What follows belongs to an exercise in optimizing a design on an open flow for small area; a production flow would make more cautious choices.
The RTL was checked by simulation tests, not by an equivalence proof against the original design.

==> inputs of run D <==
Design serial_debug, start of the top module:
module serial_debug (
    input  wire        i_clk,
    input  wire        i_rst_n,
    input  wire        i_enable,            
    input  wire        i_frame_tick,
    input  wire        i_pixel_valid,
    input  wire [11:0] i_cpu_pc,
    input  wire [15:0] i_cpu_instr_count,
    input  wire        i_cpu_running,
    input  wire        i_pixel_strobe,
    input  wire [31:0] i_pixel_count,
    input  wire [9:0]  i_pixel_x,
    input  wire [9:0]  i_pixel_y,
    input  wire [2:0]  i_pixel_brightness,
    output logic       o_uart_tx
);
Settings: LEC_CHECK=0, ABC_AREA=1, CAP_MARGIN=20, CORE_MARGIN=2, CORE_UTILIZATION=40, SLEW_MARGIN=20; clock period 30.0 ns.
standard.sh (not shown) runs the stock make flow with config.mk's settings and CLKGATE_MAP_FILE= SYNTH_SCRIPT=/design/flow/synth_recipe.tcl, a recipe that flattens the netlist after the stock synthesis.
==> flow/flow/run.sh <==
#!/bin/bash
# Standard layout with these changes in how it is made:
#  - synthesis: abc restructures the logic (deepsyn) and maps it for area; adders are
#    left to abc instead of the ha/fa adder map (flip-flops untouched)
#  - port buffers use the smallest buffer cell
#  - the clock tree uses clkbuf_8 without dummy loads
set -e
HERE=$(pwd)
cp -r "$FLOW_HOME/scripts" "$HERE/scripts"
cp "$HERE/flow/abc_area.script" "$HERE/scripts/abc_area.script"
export SCRIPTS_DIR="$HERE/scripts"
export BUFFER_PORTS_ARGS="-buffer_cell sky130_fd_sc_hd__buf_1"
export CTS_ARGS="-sink_clustering_enable -repair_clock_nets -dont_use_dummy_load -buf_list sky130_fd_sc_hd__clkbuf_8"
bash standard.sh ADDER_MAP_FILE= finish > standard.log 2>&1
==> flow/flow/abc_area.script <==
strash
&get -n
&deepsyn -T 20
&put
dch -f
map -a
strash
dch -f
map -a
topo
==> run Z: changes against run D <==
CORE_UTILIZATION = 60   (was 40)
GPL_TIMING_DRIVEN = 0   (was not set)
==> run P: changes against run D <==
--- a/flow/design.v
+++ b/flow/design.v
@@ -27,10 +27,11 @@
     logic [15:0] r_pv_lat;           
     logic [31:0] r_cnt;
     logic [9:0]  r_x, r_y;
     logic [2:0]  r_bri;
     logic        r_lact;             
+    logic        r_lastc;            
     logic        r_src;              
     logic [4:0]  r_idx;              
     logic [3:0]  r_ph;
     logic [8:0]  r_cc;               
     wire tick_rise   = i_frame_tick & ~r_tick_d;
@@ -86,64 +87,69 @@
             r_y   <= i_pixel_y;
             r_bri <= i_pixel_brightness;
         end
     end
     wire       bit_done = r_cc[8] & r_cc[7] & r_cc[5] & r_cc[4] & r_cc[3] & r_cc[0];   
-    wire       at_last  = r_idx[4] & r_idx[3] & r_idx[2] & r_idx[1];   
+    wire       at_last  = r_idx[4] & r_idx[3] & (r_src | (r_idx[2] & r_idx[1]));   
     always_ff @(posedge i_clk) begin
         if (!i_rst_n) begin
             r_lact  <= 1'b0;
+            r_lastc <= 1'b0;
             r_ph    <= PH_IDLE;
         end else begin
             if (grant)
                 r_lact <= 1'b1;
             case (r_ph)
                 PH_IDLE:  if (r_lact) r_ph <= PH_PRE;
                 PH_PRE:   r_ph <= PH_START;
                 PH_START: begin
-                    if (r_cc == 9'd0 && at_last)
-                        r_lact <= 1'b0;
+                    if (r_cc == 9'd0 && !r_lastc && at_last) begin
+                        r_lact  <= 1'b0;
+                        r_lastc <= 1'b1;
+                    end
                     if (bit_done) r_ph <= 4'd8;
                 end
-                PH_STOP:  if (bit_done) r_ph <= PH_IDLE;
+                PH_STOP:  if (bit_done) begin
+                    r_ph    <= PH_IDLE;
+                    r_lastc <= 1'b0;
+                end
                 default:  if (bit_done) r_ph <= (r_ph == 4'd15) ? PH_STOP : r_ph + 4'd1;
             endcase
         end
     end
-    wire nsrc = grant ? r_preq : r_src;    
     always_ff @(posedge i_clk) begin
         if (r_ph == PH_IDLE || r_ph == PH_PRE || bit_done)
             r_cc <= 9'd0;
         else
             r_cc <= r_cc + 9'd1;
-        if (grant)
+        if (grant) begin
             r_src <= r_preq;
-        if ((grant && r_ph == PH_IDLE) || (r_ph == PH_STOP && bit_done && at_last))
-            r_idx <= {2'b00, nsrc, nsrc, 1'b0};
-        else if (r_ph == PH_STOP && bit_done)
+            r_idx <= 5'd0;
+        end else if (r_ph == PH_STOP && bit_done && !r_lastc) begin
             r_idx <= r_idx + 5'd1;
+        end
     end
     logic [59:0] ring;
     logic [2:0]  s4;
-    wire       c0    = (r_ph == PH_START) & r_src & (r_idx == 5'd6);
+    wire       c0    = (r_ph == PH_START) & ~r_lastc & r_src & (r_idx == 5'd0);
     wire [4:0] k     = r_cc[4:0];
     wire       pconv = c0 & (r_cc[8:5] == 4'd0);                           
     wire       rot_a = c0 & (r_cc[8:4] == 5'b00010) & ~(r_cc[3] & r_cc[2]);  
     wire       xconv = c0 & (r_cc[8:4] == 5'b00100) & (r_cc[3:0] < 4'd10);  
     wire       rot_b = c0 & (r_cc[8:4] == 5'b00101) & ~(r_cc[3] & r_cc[2]);  
     wire       yconv = c0 & (r_cc[8:4] == 5'b00110) & (r_cc[3:0] < 4'd10);  
     wire       xyconv = xconv | yconv;
     logic is_dig;
     always_comb begin
         if (r_src)
-            is_dig = (r_idx >= 5'd8 && r_idx <= 5'd12) || (r_idx >= 5'd16 && r_idx <= 5'd18) ||
-                     (r_idx >= 5'd22 && r_idx <= 5'd24);
+            is_dig = (r_idx >= 5'd2 && r_idx <= 5'd6) || (r_idx >= 5'd10 && r_idx <= 5'd12) ||
+                     (r_idx >= 5'd16 && r_idx <= 5'd18);
         else
             is_dig = (r_idx >= 5'd2 && r_idx <= 5'd5) || (r_idx >= 5'd10 && r_idx <= 5'd12) ||
                      (r_idx >= 5'd16 && r_idx <= 5'd19) || (r_idx >= 5'd23 && r_idx <= 5'd26);
     end
-    wire rot_out = (r_ph == PH_STOP) & (r_cc[8:2] == 7'd0) & is_dig;
+    wire rot_out = (r_ph == PH_STOP) & ~r_lastc & (r_cc[8:2] == 7'd0) & is_dig;
     wire grot    = rot_a | rot_b | rot_out;
     logic [4:0] g;
     always_comb begin
         g[0] = pconv | (xyconv & (k[3:0] >= 4'd2));
         g[1] = (pconv & (k >= 5'd4)) | (xyconv & (k[3:0] >= 4'd6));
@@ -232,47 +238,47 @@
             {1'b0, 5'd27, 3'd5}: cb = 1'b1;   
             {1'b0, 5'd28, 3'd0}, {1'b0, 5'd28, 3'd1}, {1'b0, 5'd28, 3'd2}, {1'b0, 5'd28, 3'd3},
             {1'b0, 5'd28, 3'd4}, {1'b0, 5'd28, 3'd5}, {1'b0, 5'd28, 3'd6}, {1'b0, 5'd28, 3'd7}: sp = 1'b1;
             {1'b0, 5'd29, 3'd0}, {1'b0, 5'd29, 3'd2}, {1'b0, 5'd29, 3'd3}: cb = 1'b1;   
             {1'b0, 5'd30, 3'd1}, {1'b0, 5'd30, 3'd3}: cb = 1'b1;   
-            {1'b1, 5'd6, 3'd4}, {1'b1, 5'd6, 3'd6}: cb = 1'b1;   
-            {1'b1, 5'd7, 3'd1}, {1'b1, 5'd7, 3'd3}, {1'b1, 5'd7, 3'd4}, {1'b1, 5'd7, 3'd5}: cb = 1'b1;   
-            {1'b1, 5'd8, 3'd0}, {1'b1, 5'd8, 3'd1}, {1'b1, 5'd8, 3'd2}, {1'b1, 5'd8, 3'd3},
-            {1'b1, 5'd8, 3'd4}, {1'b1, 5'd8, 3'd5}, {1'b1, 5'd8, 3'd6}, {1'b1, 5'd8, 3'd7}: dg = 1'b1;
-            {1'b1, 5'd9, 3'd0}, {1'b1, 5'd9, 3'd1}, {1'b1, 5'd9, 3'd2}, {1'b1, 5'd9, 3'd3},
-            {1'b1, 5'd9, 3'd4}, {1'b1, 5'd9, 3'd5}, {1'b1, 5'd9, 3'd6}, {1'b1, 5'd9, 3'd7}: dg = 1'b1;
+            {1'b1, 5'd0, 3'd4}, {1'b1, 5'd0, 3'd6}: cb = 1'b1;   
+            {1'b1, 5'd1, 3'd1}, {1'b1, 5'd1, 3'd3}, {1'b1, 5'd1, 3'd4}, {1'b1, 5'd1, 3'd5}: cb = 1'b1;   
+            {1'b1, 5'd2, 3'd0}, {1'b1, 5'd2, 3'd1}, {1'b1, 5'd2, 3'd2}, {1'b1, 5'd2, 3'd3},
+            {1'b1, 5'd2, 3'd4}, {1'b1, 5'd2, 3'd5}, {1'b1, 5'd2, 3'd6}, {1'b1, 5'd2, 3'd7}: dg = 1'b1;
+            {1'b1, 5'd3, 3'd0}, {1'b1, 5'd3, 3'd1}, {1'b1, 5'd3, 3'd2}, {1'b1, 5'd3, 3'd3},
+            {1'b1, 5'd3, 3'd4}, {1'b1, 5'd3, 3'd5}, {1'b1, 5'd3, 3'd6}, {1'b1, 5'd3, 3'd7}: dg = 1'b1;
+            {1'b1, 5'd4, 3'd0}, {1'b1, 5'd4, 3'd1}, {1'b1, 5'd4, 3'd2}, {1'b1, 5'd4, 3'd3},
+            {1'b1, 5'd4, 3'd4}, {1'b1, 5'd4, 3'd5}, {1'b1, 5'd4, 3'd6}, {1'b1, 5'd4, 3'd7}: dg = 1'b1;
+            {1'b1, 5'd5, 3'd0}, {1'b1, 5'd5, 3'd1}, {1'b1, 5'd5, 3'd2}, {1'b1, 5'd5, 3'd3},
+            {1'b1, 5'd5, 3'd4}, {1'b1, 5'd5, 3'd5}, {1'b1, 5'd5, 3'd6}, {1'b1, 5'd5, 3'd7}: dg = 1'b1;
+            {1'b1, 5'd6, 3'd0}, {1'b1, 5'd6, 3'd1}, {1'b1, 5'd6, 3'd2}, {1'b1, 5'd6, 3'd3},
+            {1'b1, 5'd6, 3'd4}, {1'b1, 5'd6, 3'd5}, {1'b1, 5'd6, 3'd6}, {1'b1, 5'd6, 3'd7}: dg = 1'b1;
+            {1'b1, 5'd7, 3'd5}: cb = 1'b1;   
+            {1'b1, 5'd8, 3'd3}, {1'b1, 5'd8, 3'd4}, {1'b1, 5'd8, 3'd6}: cb = 1'b1;   
+            {1'b1, 5'd9, 3'd1}, {1'b1, 5'd9, 3'd3}, {1'b1, 5'd9, 3'd4}, {1'b1, 5'd9, 3'd5}: cb = 1'b1;   
             {1'b1, 5'd10, 3'd0}, {1'b1, 5'd10, 3'd1}, {1'b1, 5'd10, 3'd2}, {1'b1, 5'd10, 3'd3},
             {1'b1, 5'd10, 3'd4}, {1'b1, 5'd10, 3'd5}, {1'b1, 5'd10, 3'd6}, {1'b1, 5'd10, 3'd7}: dg = 1'b1;
             {1'b1, 5'd11, 3'd0}, {1'b1, 5'd11, 3'd1}, {1'b1, 5'd11, 3'd2}, {1'b1, 5'd11, 3'd3},
             {1'b1, 5'd11, 3'd4}, {1'b1, 5'd11, 3'd5}, {1'b1, 5'd11, 3'd6}, {1'b1, 5'd11, 3'd7}: dg = 1'b1;
             {1'b1, 5'd12, 3'd0}, {1'b1, 5'd12, 3'd1}, {1'b1, 5'd12, 3'd2}, {1'b1, 5'd12, 3'd3},
             {1'b1, 5'd12, 3'd4}, {1'b1, 5'd12, 3'd5}, {1'b1, 5'd12, 3'd6}, {1'b1, 5'd12, 3'd7}: dg = 1'b1;
             {1'b1, 5'd13, 3'd5}: cb = 1'b1;   
-            {1'b1, 5'd14, 3'd3}, {1'b1, 5'd14, 3'd4}, {1'b1, 5'd14, 3'd6}: cb = 1'b1;   
+            {1'b1, 5'd14, 3'd0}, {1'b1, 5'd14, 3'd3}, {1'b1, 5'd14, 3'd4}, {1'b1, 5'd14, 3'd6}: cb = 1'b1;   
             {1'b1, 5'd15, 3'd1}, {1'b1, 5'd15, 3'd3}, {1'b1, 5'd15, 3'd4}, {1'b1, 5'd15, 3'd5}: cb = 1'b1;   
             {1'b1, 5'd16, 3'd0}, {1'b1, 5'd16, 3'd1}, {1'b1, 5'd16, 3'd2}, {1'b1, 5'd16, 3'd3},
             {1'b1, 5'd16, 3'd4}, {1'b1, 5'd16, 3'd5}, {1'b1, 5'd16, 3'd6}, {1'b1, 5'd16, 3'd7}: dg = 1'b1;
             {1'b1, 5'd17, 3'd0}, {1'b1, 5'd17, 3'd1}, {1'b1, 5'd17, 3'd2}, {1'b1, 5'd17, 3'd3},
             {1'b1, 5'd17, 3'd4}, {1'b1, 5'd17, 3'd5}, {1'b1, 5'd17, 3'd6}, {1'b1, 5'd17, 3'd7}: dg = 1'b1;
             {1'b1, 5'd18, 3'd0}, {1'b1, 5'd18, 3'd1}, {1'b1, 5'd18, 3'd2}, {1'b1, 5'd18, 3'd3},
             {1'b1, 5'd18, 3'd4}, {1'b1, 5'd18, 3'd5}, {1'b1, 5'd18, 3'd6}, {1'b1, 5'd18, 3'd7}: dg = 1'b1;
             {1'b1, 5'd19, 3'd5}: cb = 1'b1;   
-            {1'b1, 5'd20, 3'd0}, {1'b1, 5'd20, 3'd3}, {1'b1, 5'd20, 3'd4}, {1'b1, 5'd20, 3'd6}: cb = 1'b1;   
+            {1'b1, 5'd20, 3'd1}, {1'b1, 5'd20, 3'd6}: cb = 1'b1;   
             {1'b1, 5'd21, 3'd1}, {1'b1, 5'd21, 3'd3}, {1'b1, 5'd21, 3'd4}, {1'b1, 5'd21, 3'd5}: cb = 1'b1;   
             {1'b1, 5'd22, 3'd0}, {1'b1, 5'd22, 3'd1}, {1'b1, 5'd22, 3'd2}, {1'b1, 5'd22, 3'd3},
-            {1'b1, 5'd22, 3'd4}, {1'b1, 5'd22, 3'd5}, {1'b1, 5'd22, 3'd6}, {1'b1, 5'd22, 3'd7}: dg = 1'b1;
-            {1'b1, 5'd23, 3'd0}, {1'b1, 5'd23, 3'd1}, {1'b1, 5'd23, 3'd2}, {1'b1, 5'd23, 3'd3},
-            {1'b1, 5'd23, 3'd4}, {1'b1, 5'd23, 3'd5}, {1'b1, 5'd23, 3'd6}, {1'b1, 5'd23, 3'd7}: dg = 1'b1;
-            {1'b1, 5'd24, 3'd0}, {1'b1, 5'd24, 3'd1}, {1'b1, 5'd24, 3'd2}, {1'b1, 5'd24, 3'd3},
-            {1'b1, 5'd24, 3'd4}, {1'b1, 5'd24, 3'd5}, {1'b1, 5'd24, 3'd6}, {1'b1, 5'd24, 3'd7}: dg = 1'b1;
-            {1'b1, 5'd25, 3'd5}: cb = 1'b1;   
-            {1'b1, 5'd26, 3'd1}, {1'b1, 5'd26, 3'd6}: cb = 1'b1;   
-            {1'b1, 5'd27, 3'd1}, {1'b1, 5'd27, 3'd3}, {1'b1, 5'd27, 3'd4}, {1'b1, 5'd27, 3'd5}: cb = 1'b1;   
-            {1'b1, 5'd28, 3'd0}, {1'b1, 5'd28, 3'd1}, {1'b1, 5'd28, 3'd2}, {1'b1, 5'd28, 3'd3},
-            {1'b1, 5'd28, 3'd4}, {1'b1, 5'd28, 3'd5}, {1'b1, 5'd28, 3'd6}, {1'b1, 5'd28, 3'd7}: sp = 1'b1;
-            {1'b1, 5'd29, 3'd0}, {1'b1, 5'd29, 3'd2}, {1'b1, 5'd29, 3'd3}: cb = 1'b1;   
-            {1'b1, 5'd30, 3'd1}, {1'b1, 5'd30, 3'd3}: cb = 1'b1;   
+            {1'b1, 5'd22, 3'd4}, {1'b1, 5'd22, 3'd5}, {1'b1, 5'd22, 3'd6}, {1'b1, 5'd22, 3'd7}: sp = 1'b1;
+            {1'b1, 5'd23, 3'd0}, {1'b1, 5'd23, 3'd2}, {1'b1, 5'd23, 3'd3}: cb = 1'b1;   
+            {1'b1, 5'd24, 3'd1}, {1'b1, 5'd24, 3'd3}: cb = 1'b1;   
             default: ;
         endcase
     end
     wire [3:0] nib  = ring[43:40];
     wire       ge10 = nib[3] & (nib[2] | nib[1]);
@@ -301,11 +307,12 @@
             endcase
         end else begin
             sb = s4[0] ? (b == 3'd1 || b == 3'd4 || b == 3'd6) : (b == 3'd1 || b == 3'd2 || b == 3'd3 || b == 3'd5);
         end
     end
-    wire dbit = cb | (dg & db) | (sp & sb);
+    wire lf_bit = (b == 3'd1) || (b == 3'd3);    
+    wire dbit   = r_lastc ? lf_bit : (cb | (dg & db) | (sp & sb));
     always_comb begin
         if (r_ph[3])
             o_uart_tx = dbit;
         else
             o_uart_tx = (r_ph != PH_START);
--- a/flow/flow/run.sh
+++ b/flow/flow/run.sh
@@ -1,8 +1,8 @@
 #!/bin/bash
 # Standard layout with these changes in how it is made:
-#  - synthesis: abc restructures the logic (deepsyn) and maps it for area; adders are
+#  - synthesis: abc maps the logic with an area-only script, and adders are
 #    left to abc instead of the ha/fa adder map (flip-flops untouched)
 #  - port buffers use the smallest buffer cell
 #  - the clock tree uses clkbuf_8 without dummy loads
 set -e
 HERE=$(pwd)
==> flow/flow/abc_area.script (replaced) <==
strash
dch -f
map -a
strash
dch -f
map -a
strash
dch -f
map -a
topo
==> run F: changes against run D <==
--- a/flow/flow/run.sh
+++ b/flow/flow/run.sh
@@ -1,8 +1,8 @@
 #!/bin/bash
 # Standard layout with these changes in how it is made:
-#  - synthesis: abc restructures the logic (deepsyn) and maps it for area; adders are
+#  - synthesis: abc maps the logic with an area-only script, and adders are
 #    left to abc instead of the ha/fa adder map (flip-flops untouched)
 #  - port buffers use the smallest buffer cell
 #  - the clock tree uses clkbuf_8 without dummy loads
 set -e
 HERE=$(pwd)
==> flow/flow/abc_area.script (replaced) <==
strash
dch -f
map -a
strash
dch -f
map -a
strash
dch -f
map -a
topo
==> results.json <==
{
  "status": "timing/DRC/antenna clean",
  "multi_input_area_sq_um": 2450,
  "finClkSkew_ns": 0.0214,
  "num-nonclk-buffers": 98,
  "final-instance-count-excl-fill": 1171,
  "track_usage": 0.177,
  "rr_endpoint": "ring[6]$_DFFE_PP_",
  "drt_iter0_drc": 377,
  "grtUsageMet3": 0.0364,
  "filler_cell_count": 1910,
  "wl_um": 17800,
  "met2_length_um": 8600
}
Source of the figures above: run D

==> results.json <==
{
  "final-instance-count-excl-fill": 1076,
  "wl_um": 18100,
  "track_usage": 0.265,
  "grtUsageMet3": 0.0565,
  "num-nonclk-buffers": 96,
  "rr_endpoint": "ring[58]$_DFFE_PP_",
  "finClkSkew_ns": 0.0343,
  "drt_iter0_drc": 612,
  "met2_length_um": 9020,
  "filler_cell_count": 991,
  "status": "timing/DRC/antenna clean"
}
Source of the figures above: run Z

==> results.json <==
{
  "viasPerCell": 5.11,
  "slowest_delay_ns": 0.51,
  "drt_iter0_drc": 459,
  "rr_endpoint": "ring[10]$_DFFE_PP_",
  "dieArea_sq_um": 21300,
  "finClkSkew_ns": 0.0225,
  "final-instance-count-excl-fill": 1219,
  "filler_cell_count": 1945,
  "cp-end-kind": "output port",
  "status": "timing/DRC/antenna clean",
  "wl_um": 18500,
  "num-nonclk-buffers": 97
}
Source of the figures above: run F

==> results.json <==
{
  "wl_um": 19000,
  "track_usage": 0.182,
  "multi_input_area_sq_um": 2680,
  "path_clk_slew_ns": 0.07,
  "filler_cell_count": 1921,
  "finClkSkew_ns": 0.0395,
  "drc": 0,
  "status": "timing/DRC/antenna clean",
  "num-nonclk-buffers": 98,
  "final-instance-count-excl-fill": 1235
}
Source of the figures above: run P

port drivers added, routing unchanged:
The results above use ideal ports. As a check the final layouts listed here were re-extracted and re-timed, cells and wires unchanged.
Step 1 (the two cells are an assumption about what drives the block):
set clk [get_ports {i_clk}]
set_driving_cell -lib_cell sky130_fd_sc_hd__clkbuf_16 $clk
set_driving_cell -lib_cell sky130_fd_sc_hd__buf_2 [delete_from_list [all_inputs] $clk]
Step 2 adds t to the input delays and takes it off the output delays; t is the mean of the earliest and latest rising clock arrival at the registers after step 1. Input paths then give back, and output paths get back, about the clock's delay inside the block.
Three values: ideal ports, drivers, drivers and shift; two values: the first two.
run	t (ns)	slack for setup (ns)	cell pins on the clock port's net
run D	0.482	20.942 / 20.904 / 21.076	1
run Z	0.495	20.867 / 20.830 / 20.662	1
run P	0.476	20.937 / 20.894 / 21.370	1
run F	0.492	21.161 / 21.120 / 21.407	1
After both steps setup and hold are still met in every run listed. For run Z, which loses most, drivers alone change the setup slack by -0.037 ns; drivers and shift together by -0.205 ns.
